This design comes from an exercise in tuning for small area on the open sky130 flow, not from production work. Where RTL was checked, it was by simulation tests only, not by an equivalence proof against the original. Power is estimated from default activity; no workload was simulated.

TR:
==> module sync_timing_decode, before the edit <==
module sync_timing_decode (
    input  logic        PCLK_i,
    input  logic        rst_n_i,
    input  logic        hs_i,
    input  logic        vs_i,
    input  logic        hsync_pol_i,
    input  logic        vsync_pol_i,
    input  logic [11:0] h_synclen_i,
    input  logic [11:0] h_backporch_i,
    input  logic [11:0] h_active_i,
    input  logic [10:0] v_synclen_i,
    input  logic [10:0] v_backporch_i,
    input  logic [10:0] v_active_i,
    output logic        hsync_o,
    output logic        vsync_o,
    output logic        de_o,
    output logic [10:0] xpos_o,
    output logic [10:0] ypos_o,
    output logic        frame_change_o,
    output logic [10:0] lines_total_o
);
    logic [11:0] h_cnt;
    logic [10:0] v_cnt;
    logic        hs_np_q;
    logic        vs_np_q;
    logic        vs_pending;
    logic [4:0]  hsync_sr;
    logic [4:0]  vsync_sr;
    logic [4:0]  de_sr;
    logic [10:0] xpos_sr [5];
    logic [10:0] ypos_sr [5];
    wire hs_np       = hs_i ^ ~hsync_pol_i;
    wire vs_np       = vs_i ^ ~vsync_pol_i;
    wire line_start  = hs_np_q & ~hs_np;
    wire vs_fall     = vs_np_q & ~vs_np;
    wire frame_start = line_start & vs_pending;
    wire [11:0] h_inc = h_cnt + 12'd1;
    wire [10:0] v_inc = v_cnt + 11'd1;
    function automatic logic carry12(input logic [11:0] a, input logic [11:0] b, input logic cin);
        logic c;
        c = cin;
        for (int i = 0; i < 12; i++)
            c = (a[i] & b[i]) | (c & (a[i] | b[i]));
        carry12 = c;
    endfunction
    function automatic logic [12:0] add12(input logic [11:0] a, input logic [11:0] b, input logic cin);
        logic [11:0] g, p;
        logic        c, c1;
        g = a & b;
        p = a ^ b;
        c = cin;
        for (int j = 0; j < 12; j += 2) begin
            c1 = g[j] | (p[j] & c);
            add12[j]   = p[j] ^ c;
            add12[j+1] = p[j+1] ^ c1;
            c = g[j+1] | (p[j+1] & g[j]) | (p[j+1] & p[j] & c);
        end
        add12[12] = c;
    endfunction
    wire [11:0] h_start = h_synclen_i + h_backporch_i;
    wire [12:0] h_diff_c = add12(h_cnt, ~h_start, 1'b1);
    wire [12:0] h_diff  = {~h_diff_c[12], h_diff_c[11:0]};
    wire [12:0] h_endc  = {1'b0, h_start} + {1'b0, h_active_i};
    wire        h_in    = ~h_diff[12] & ~carry12(h_start, h_active_i, 1'b0) & ~carry12(h_diff[11:0], ~h_active_i, 1'b1);
    wire [10:0] v_start = v_synclen_i + v_backporch_i;
    wire [12:0] v_diff_c = add12({1'b0, v_cnt}, {1'b1, ~v_start}, 1'b1);
    wire [11:0] v_diff  = {v_diff_c[11], v_diff_c[10:0]};
    wire [11:0] v_endc  = {1'b0, v_start} + {1'b0, v_active_i};
    wire        v_in    = ~v_diff[11] & ~carry12({1'b0, v_start}, {1'b0, v_active_i}, 1'b0) & ~carry12({1'b0, v_diff[10:0]}, {1'b1, ~v_active_i}, 1'b1);
    always_ff @(posedge PCLK_i or negedge rst_n_i) begin
        if (!rst_n_i) begin
            hs_np_q        <= 1'b0;
            vs_np_q        <= 1'b0;
            vs_pending     <= 1'b0;
            h_cnt          <= '0;
            v_cnt          <= '0;
            hsync_sr       <= '1;
            vsync_sr       <= '1;
            de_sr          <= '0;
            frame_change_o <= 1'b0;
            lines_total_o  <= '0;
        end else begin
            hs_np_q        <= hs_np;
            vs_np_q        <= vs_np;
            frame_change_o <= frame_start;
            vs_pending     <= vs_fall | (vs_pending & ~frame_start);
            hsync_sr[4:1]  <= hsync_sr[3:0];
            vsync_sr[4:1]  <= vsync_sr[3:0];
            de_sr          <= {de_sr[3:0], h_in & v_in};
            if (line_start) begin
                h_cnt       <= '0;
                hsync_sr[0] <= 1'b0;
                if (vs_pending) begin
                    v_cnt         <= 11'd1;
                    lines_total_o <= v_cnt;
                    vsync_sr[0]   <= 1'b0;
                end else begin
                    v_cnt <= v_inc;
                    if (v_inc == v_synclen_i)
                        vsync_sr[0] <= 1'b1;
                end
            end else begin
                h_cnt <= h_inc;
                if (h_inc == h_synclen_i)
                    hsync_sr[0] <= 1'b1;
            end
        end
    end
    always_ff @(posedge PCLK_i) begin
        xpos_sr[0] <= h_diff[10:0];
        ypos_sr[0] <= v_diff[10:0];
        for (int i = 1; i < 5; i++) begin
            xpos_sr[i] <= xpos_sr[i-1];
            ypos_sr[i] <= ypos_sr[i-1];
        end
    end
    assign hsync_o = hsync_sr[4];
    assign vsync_o = vsync_sr[4];
    assign de_o    = de_sr[4];
    assign xpos_o  = xpos_sr[4];
    assign ypos_o  = ypos_sr[4];
endmodule
Settings: LEC_CHECK=0, CAP_MARGIN=20, CORE_MARGIN=2, CORE_UTILIZATION=40, GPL_TIMING_DRIVEN=0, SLEW_MARGIN=20; clock period 6.0 ns.
standard.sh (not shown) runs the stock make flow with config.mk's settings and CLKGATE_MAP_FILE= SYNTH_SCRIPT=/design/flow/synth_recipe.tcl, a recipe that flattens the netlist after the stock synthesis.
==> flow/flow/run.sh <==
#!/bin/bash
# The standard layout (the standard.sh) with these changes:
# - after the standard synthesis, flow/polfix.py rebuilds full adders whose outputs only
#   feed inverters on the complements of their inputs (FA(~a,~b,~c) = ~FA(a,b,c)), which
#   drops those inverters; then flow/reabc.ys maps the combinational cells other than the
#   full adders (half adders included) again with ABC (flow/reabc.ys), and
#   polfix.py runs once more.
#   Registers, their names and cell types stay as the standard synthesis made them;
# - the port buffers are the smallest buffer cell;
# - clock tree synthesis uses clkbuf_4 in clusters of 10 sinks, without dummy loads.
# Logs: make_synth.log, polfix1.log, reabc.log, polfix2.log, make.log here, each
# tool's own in orfs/logs.
set -euo pipefail
KNOBS=("BUFFER_PORTS_ARGS=-buffer_cell sky130_fd_sc_hd__buf_1"
       "CTS_ARGS=-sink_clustering_enable -repair_clock_nets -dont_use_dummy_load -buf_list sky130_fd_sc_hd__clkbuf_4 -sink_clustering_size 10 -sink_clustering_max_diameter 50")
bash standard.sh "${KNOBS[@]}" synth > make_synth.log 2>&1
R=orfs/results/sky130hd/video_frontend/base
L=orfs/logs/sky130hd/video_frontend/base
LIB="$FLOW_HOME/platforms/sky130hd/lib/sky130_fd_sc_hd__tt_025C_1v80.lib"
YOSYS=$(command -v yosys || echo "$FLOW_HOME/../tools/install/yosys/bin/yosys")
DONTUSE=$(grep -o -- '-dont_use [^ ]*' "$L/1_2_yosys.log" | sort -u | tr '\n' ' ')
cp "$R/1_2_yosys.v" "$R/1_2_yosys.std.v"
python3 flow/polfix.py "$R/1_2_yosys.std.v" "$R/1_2_yosys.pol1.v" > polfix1.log 2>&1
sed -e "s|@LIB@|$LIB|g" -e "s|@DONTUSE@|$DONTUSE|" -e "s|@IN@|$R/1_2_yosys.pol1.v|" \
    -e "s|@OUT@|$R/1_2_yosys.reabc.v|" flow/reabc.ys > reabc_run.ys
"$YOSYS" -s reabc_run.ys > reabc.log 2>&1
python3 flow/polfix.py "$R/1_2_yosys.reabc.v" "$R/1_2_yosys.pol2.v" > polfix2.log 2>&1
cp "$R/1_2_yosys.pol2.v" "$R/1_2_yosys.v"
rm -f "$R/1_synth.odb" "$R/1_synth.sdc"
bash standard.sh "${KNOBS[@]}" finish > make.log 2>&1
Other scripts of this flow, unchanged in this note and not shown: flow/flow/polfix.py, flow/flow/reabc.ys
[inputs] PW vs TR
--- a/flow/design.v
+++ b/flow/design.v
@@ -52,20 +52,15 @@
         for (int i = 0; i < 12; i++)
             c = (a[i] & b[i]) | (c & (a[i] | b[i]));
         carry12 = c;
     endfunction
     function automatic logic [12:0] add12(input logic [11:0] a, input logic [11:0] b, input logic cin);
-        logic [11:0] g, p;
-        logic        c, c1;
-        g = a & b;
-        p = a ^ b;
+        logic c;
         c = cin;
-        for (int j = 0; j < 12; j += 2) begin
-            c1 = g[j] | (p[j] & c);
-            add12[j]   = p[j] ^ c;
-            add12[j+1] = p[j+1] ^ c1;
-            c = g[j+1] | (p[j+1] & g[j]) | (p[j+1] & p[j] & c);
+        for (int i = 0; i < 12; i++) begin
+            add12[i] = a[i] ^ b[i] ^ c;
+            c = (a[i] & b[i]) | (c & (a[i] ^ b[i]));
         end
         add12[12] = c;
     endfunction
     wire [11:0] h_start = h_synclen_i + h_backporch_i;
     wire [12:0] h_diff_c = add12(h_cnt, ~h_start, 1'b1);
==> notes.md <==
- Ran to the end and failed final checks on setup timing: PW.
- Sequential standard cell area across PW and TR: no real change.
- Between TR and PW, the flow reports leakage dissipation increasing slightly.
- PW against TR: sequential power held, final worst-path cycle share picked up an extra 8.8 points, sequential share of layout area roughly the same.
- Diff TR -> PW | post-placement cell count | down slightly
- Relative to TR, initial core utilization decreased by 0.21 points in PW.
- PW ends up with lower final worst-path setup slack than TR does.
- PW and TR ended up with roughly the same cell area after layout.
- In PW relative to TR, area used by multi-input combinational logic had gone down by a few percent.
- Cell count went down slightly going from TR to PW.
- Non-clock buffer area fraction after layout (higher): PW
Only the layout flow was run in PW; the RTL was not checked for function there.

========
Setup of branch pepper:
Another version of the RTL of video_frontend (not shown whole).
For scale: roughly 1300 cells after synthesis, roughly 290 flip-flops, ~0.014 mm^2 of cells after synthesis.
export LEC_CHECK = 0
export CAP_MARGIN = 20
export CORE_MARGIN = 2
export CORE_UTILIZATION = 40
export GPL_TIMING_DRIVEN = 0
export SLEW_MARGIN = 20
create_clock -name core_clock -period 6.0 [get_ports {PCLK_i}]
==> flow/flow/run.sh <==
#!/bin/bash
# The standard layout (the standard.sh: standard synthesis, floorplan, power grid,
# placement, CTS, routing) with two changes: the port buffers are the smallest buffer
# cell, and clock tree synthesis uses its own buffer list and sink clusters, without
# dummy loads. Each tool's output is in orfs/logs, make's in make.log.
set -euo pipefail
bash standard.sh \
  "BUFFER_PORTS_ARGS=-buffer_cell sky130_fd_sc_hd__buf_1" \
  "CTS_ARGS=-sink_clustering_enable -repair_clock_nets -dont_use_dummy_load -buf_list sky130_fd_sc_hd__clkbuf_8 -sink_clustering_size 16 -sink_clustering_max_diameter 60" \
  finish > make.log 2>&1
The inputs of branch onyx differ from those of branch pepper as listed below.
diff --git a/flow/design.v b/flow/design.v
--- a/flow/design.v
+++ b/flow/design.v
@@ -51,34 +51,45 @@
         c = cin;
         for (int i = 0; i < 12; i++)
             c = (a[i] & b[i]) | (c & (a[i] | b[i]));
         carry12 = c;
     endfunction
+    function automatic logic [13:0] add14(input logic [13:0] a, input logic [13:0] b, input logic cin);
+        logic c;
+        c = cin;
+        for (int i = 0; i < 14; i++) begin
+            add14[i] = a[i] ^ b[i] ^ c;
+            c = (a[i] & b[i]) | (c & (a[i] ^ b[i]));
+        end
+    endfunction
     function automatic logic [12:0] add12(input logic [11:0] a, input logic [11:0] b, input logic cin);
-        logic [11:0] g, p;
-        logic        c, c1;
-        g = a & b;
-        p = a ^ b;
+        logic c;
         c = cin;
-        for (int j = 0; j < 12; j += 2) begin
-            c1 = g[j] | (p[j] & c);
-            add12[j]   = p[j] ^ c;
-            add12[j+1] = p[j+1] ^ c1;
-            c = g[j+1] | (p[j+1] & g[j]) | (p[j+1] & p[j] & c);
+        for (int i = 0; i < 12; i++) begin
+            add12[i] = a[i] ^ b[i] ^ c;
+            c = (a[i] & b[i]) | (c & (a[i] ^ b[i]));
         end
         add12[12] = c;
     endfunction
     wire [11:0] h_start = h_synclen_i + h_backporch_i;
-    wire [12:0] h_diff_c = add12(h_cnt, ~h_start, 1'b1);
-    wire [12:0] h_diff  = {~h_diff_c[12], h_diff_c[11:0]};
-    wire [12:0] h_endc  = {1'b0, h_start} + {1'b0, h_active_i};
-    wire        h_in    = ~h_diff[12] & ~carry12(h_start, h_active_i, 1'b0) & ~carry12(h_diff[11:0], ~h_active_i, 1'b1);
+    wire [11:0] h_nsl   = ~h_synclen_i;
+    wire [11:0] h_nbp   = ~h_backporch_i;
+    wire [13:0] h_t     = add14({2'b0, h_cnt ^ h_nsl ^ h_nbp},
+                                {1'b0, (h_cnt & h_nsl) | (h_nbp & (h_cnt ^ h_nsl)), 1'b1}, 1'b1);
+    wire        h_sc    = carry12(h_synclen_i, h_backporch_i, 1'b0);
+    wire        h_ge    = h_t[13] | (h_sc & h_t[12]);
+    wire [12:0] h_diff  = {~h_ge, h_t[11:0]};
+    wire        h_in    = h_ge & ~carry12(h_start, h_active_i, 1'b0) & ~carry12(h_diff[11:0], ~h_active_i, 1'b1);
     wire [10:0] v_start = v_synclen_i + v_backporch_i;
-    wire [12:0] v_diff_c = add12({1'b0, v_cnt}, {1'b1, ~v_start}, 1'b1);
-    wire [11:0] v_diff  = {v_diff_c[11], v_diff_c[10:0]};
-    wire [11:0] v_endc  = {1'b0, v_start} + {1'b0, v_active_i};
-    wire        v_in    = ~v_diff[11] & ~carry12({1'b0, v_start}, {1'b0, v_active_i}, 1'b0) & ~carry12({1'b0, v_diff[10:0]}, {1'b1, ~v_active_i}, 1'b1);
+    wire [10:0] v_nsl   = ~v_synclen_i;
+    wire [10:0] v_nbp   = ~v_backporch_i;
+    wire [13:0] v_t     = add14({3'b0, v_cnt ^ v_nsl ^ v_nbp},
+                                {2'b0, (v_cnt & v_nsl) | (v_nbp & (v_cnt ^ v_nsl)), 1'b1}, 1'b1);
+    wire        v_sc    = carry12({1'b1, v_synclen_i}, {1'b0, v_backporch_i}, 1'b0);
+    wire        v_ge    = v_t[12] | (v_sc & v_t[11]);
+    wire [11:0] v_diff  = {~v_ge, v_t[10:0]};
+    wire        v_in    = v_ge & ~carry12({1'b0, v_start}, {1'b0, v_active_i}, 1'b0) & ~carry12({1'b0, v_diff[10:0]}, {1'b1, ~v_active_i}, 1'b1);
     always_ff @(posedge PCLK_i or negedge rst_n_i) begin
         if (!rst_n_i) begin
             hs_np_q        <= 1'b0;
             vs_np_q        <= 1'b0;
             vs_pending     <= 1'b0;
[summary]
Every stage of branch onyx finished as expected; the final checks, on the other hand, flagged setup timing, which means the layout fails.
Startpoint of the worst setup timing path: h_synclen_i[1] -> branch onyx, csc_execute_inst.std_s1 -> branch pepper
Compared to branch pepper, the router laid down more metal wire for branch onyx.
Via count of the first global-routing pass, branch pepper and branch onyx: smaller value in branch pepper
Compared to branch pepper, branch onyx has adder-cell share of the synthesized area 1.8 points higher.
branch onyx — worst hold slack 0.014 ns higher, branch pepper as reference
| count of inserted tapcells | branch onyx vs branch pepper | 7 higher |
Number of multi-input logic gates, branch pepper and branch onyx: smaller value in branch pepper
Relative to branch pepper, branch onyx degrades total power.
Compared with branch pepper, branch onyx shows total buffers and inverters traversed by the critical path lower by 3.
The last element of the critical path comes out sync_timing_decode_inst.de_sr[0] in one run and csc_execute_inst.px_sr[0][0] in the other, namely in branch onyx and branch pepper respectively.
Function not checked in branch onyx: the RTL went through the layout flow alone.

========
the reference run:
video_frontend, a different RTL version from the one above (not shown whole).
For scale: ~15000 um^2 of cells after synthesis.
==> module sync_timing_decode, before the edit <==
module sync_timing_decode (
    input  logic        PCLK_i,
    input  logic        rst_n_i,
    input  logic        hs_i,
    input  logic        vs_i,
    input  logic        hsync_pol_i,
    input  logic        vsync_pol_i,
    input  logic [11:0] h_synclen_i,
    input  logic [11:0] h_backporch_i,
    input  logic [11:0] h_active_i,
    input  logic [10:0] v_synclen_i,
    input  logic [10:0] v_backporch_i,
    input  logic [10:0] v_active_i,
    output logic        hsync_o,
    output logic        vsync_o,
    output logic        de_o,
    output logic [10:0] xpos_o,
    output logic [10:0] ypos_o,
    output logic        frame_change_o,
    output logic [10:0] lines_total_o
);
    logic [11:0] h_cnt;
    logic [10:0] v_cnt;
    logic        hs_np_q;
    logic        vs_np_q;
    logic        vs_pending;
    logic [4:0]  hsync_sr;
    logic [4:0]  vsync_sr;
    logic [4:0]  de_sr;
    logic [10:0] xpos_sr [5];
    logic [10:0] ypos_sr [5];
    wire hs_np       = hs_i ^ ~hsync_pol_i;
    wire vs_np       = vs_i ^ ~vsync_pol_i;
    wire line_start  = hs_np_q & ~hs_np;
    wire vs_fall     = vs_np_q & ~vs_np;
    wire frame_start = line_start & vs_pending;
    wire [11:0] h_inc = h_cnt + 12'd1;
    wire [10:0] v_inc = v_cnt + 11'd1;
    wire [11:0] h_start = h_synclen_i + h_backporch_i;
    wire [12:0] h_diff  = {1'b0, h_cnt} - {1'b0, h_start};
    wire [12:0] h_endc  = {1'b0, h_start} + {1'b0, h_active_i};
    wire        h_in    = ~h_diff[12] & ~h_endc[12] & (h_diff[11:0] < h_active_i);
    wire [10:0] v_start = v_synclen_i + v_backporch_i;
    wire [11:0] v_diff  = {1'b0, v_cnt} - {1'b0, v_start};
    wire [11:0] v_endc  = {1'b0, v_start} + {1'b0, v_active_i};
    wire        v_in    = ~v_diff[11] & ~v_endc[11] & (v_diff[10:0] < v_active_i);
    always_ff @(posedge PCLK_i or negedge rst_n_i) begin
        if (!rst_n_i) begin
            hs_np_q        <= 1'b0;
            vs_np_q        <= 1'b0;
            vs_pending     <= 1'b0;
            h_cnt          <= '0;
            v_cnt          <= '0;
            hsync_sr       <= '1;
            vsync_sr       <= '1;
            de_sr          <= '0;
            frame_change_o <= 1'b0;
            lines_total_o  <= '0;
        end else begin
            hs_np_q        <= hs_np;
            vs_np_q        <= vs_np;
            frame_change_o <= frame_start;
            vs_pending     <= vs_fall | (vs_pending & ~frame_start);
            hsync_sr[4:1]  <= hsync_sr[3:0];
            vsync_sr[4:1]  <= vsync_sr[3:0];
            de_sr          <= {de_sr[3:0], h_in & v_in};
            if (line_start) begin
                h_cnt       <= '0;
                hsync_sr[0] <= 1'b0;
                if (vs_pending) begin
                    v_cnt         <= 11'd1;
                    lines_total_o <= v_cnt;
                    vsync_sr[0]   <= 1'b0;
                end else begin
                    v_cnt <= v_inc;
                    if (v_inc == v_synclen_i)
                        vsync_sr[0] <= 1'b1;
                end
            end else begin
                h_cnt <= h_inc;
                if (h_inc == h_synclen_i)
                    hsync_sr[0] <= 1'b1;
            end
        end
    end
    always_ff @(posedge PCLK_i) begin
        xpos_sr[0] <= h_diff[10:0];
        ypos_sr[0] <= v_diff[10:0];
        for (int i = 1; i < 5; i++) begin
            xpos_sr[i] <= xpos_sr[i-1];
            ypos_sr[i] <= ypos_sr[i-1];
        end
    end
    assign hsync_o = hsync_sr[4];
    assign vsync_o = vsync_sr[4];
    assign de_o    = de_sr[4];
    assign xpos_o  = xpos_sr[4];
    assign ypos_o  = ypos_sr[4];
endmodule
export LEC_CHECK = 0
export CAP_MARGIN = 20
export CORE_MARGIN = 2
export CORE_UTILIZATION = 40
export GPL_TIMING_DRIVEN = 0
export SLEW_MARGIN = 20
create_clock -name core_clock -period 6.0 [get_ports {PCLK_i}]
Scripts as last shown in full above: flow/flow/run.sh
Looking at the reports, the reference run completed the entire flow and the layout it produced met the timing, DRC and antenna checks.
Modified inputs, the trial run compared to the reference run
--- a/flow/design.v
+++ b/flow/design.v
@@ -43,20 +43,27 @@
     wire vs_np       = vs_i ^ ~vsync_pol_i;
     wire line_start  = hs_np_q & ~hs_np;
     wire vs_fall     = vs_np_q & ~vs_np;
     wire frame_start = line_start & vs_pending;
     wire [11:0] h_inc = h_cnt + 12'd1;
     wire [10:0] v_inc = v_cnt + 11'd1;
+    function automatic logic carry12(input logic [11:0] a, input logic [11:0] b, input logic cin);
+        logic c;
+        c = cin;
+        for (int i = 0; i < 12; i++)
+            c = (a[i] & b[i]) | (c & (a[i] | b[i]));
+        carry12 = c;
+    endfunction
     wire [11:0] h_start = h_synclen_i + h_backporch_i;
     wire [12:0] h_diff  = {1'b0, h_cnt} - {1'b0, h_start};
     wire [12:0] h_endc  = {1'b0, h_start} + {1'b0, h_active_i};
-    wire        h_in    = ~h_diff[12] & ~h_endc[12] & (h_diff[11:0] < h_active_i);
+    wire        h_in    = ~h_diff[12] & ~carry12(h_start, h_active_i, 1'b0) & ~carry12(h_diff[11:0], ~h_active_i, 1'b1);
     wire [10:0] v_start = v_synclen_i + v_backporch_i;
     wire [11:0] v_diff  = {1'b0, v_cnt} - {1'b0, v_start};
     wire [11:0] v_endc  = {1'b0, v_start} + {1'b0, v_active_i};
-    wire        v_in    = ~v_diff[11] & ~v_endc[11] & (v_diff[10:0] < v_active_i);
+    wire        v_in    = ~v_diff[11] & ~carry12({1'b0, v_start}, {1'b0, v_active_i}, 1'b0) & ~carry12({1'b0, v_diff[10:0]}, {1'b1, ~v_active_i}, 1'b1);
     always_ff @(posedge PCLK_i or negedge rst_n_i) begin
         if (!rst_n_i) begin
             hs_np_q        <= 1'b0;
             vs_np_q        <= 1'b0;
             vs_pending     <= 1'b0;
             h_cnt          <= '0;
==> comparison <==
- Area of the mapped netlist (the trial run over the reference run): decrease, about 2.4%
- Portion of the clock cycle consumed by the worst path in the final layout, the trial run and the reference run, higher one = the reference run.
- The trial run ended with less utilization than the reference run.
- From the reference run to the trial run the numbers moved as follows: design area now sits lower, total power density per cell area now sits higher.
- NOTE: required time of the critical path in the trial run exceeds that of the reference run
- Of the trial run and the reference run, the lower critical path data arrival time belongs to the trial run.
- Lower area of placed instances among the trial run and the reference run: the trial run
- Compared with the reference run, in the trial run count of cells along the worst register-to-register path has decreased, register area saw little to no change.
- The trial run vs the reference run, total power consumption of the routed design went down by about 1.8%.

separate check: timing with driven ports:
Ports are ideal in the flow. The routed layouts listed here were re-timed in OpenROAD. Step 1 assumes that a clkbuf_16 drives the clock port and a buf_2 every other input. Step 2, shift: input delay + t, output delay - t, t = (earliest + latest rising clock arrival at the registers) / 2. This alone moves slack from input paths to output paths. a / b / c = ideal / step 1 / step 2; a / b = the first two.
run	t (ns)	setup WS [ns]	clock arrival spread, ns	pins driven straight from the clock port
TR	0.648	0.358 / 0.362 / -0.263	0.145 / 0.145	1
PW	0.629	-0.167 / -0.155 / -0.784	0.111 / 0.111	1
branch pepper	0.604	0.279 / 0.279 / -0.152	0.074 / 0.074	1
branch onyx	0.611	-0.889 / -0.881 / -1.492	0.060 / 0.061	1
the reference run	0.629	0.111 / 0.140 / -0.489	0.063 / 0.064	1
the trial run	0.606	0.189 / 0.189 / 0.189	0.085 / 0.084	1
Met with ideal ports but missed after step 2: setup timing in TR, branch pepper and the reference run. For TR, which loses most, drivers alone change the setup slack by +0.004 ns; drivers and shift together by -0.621 ns.
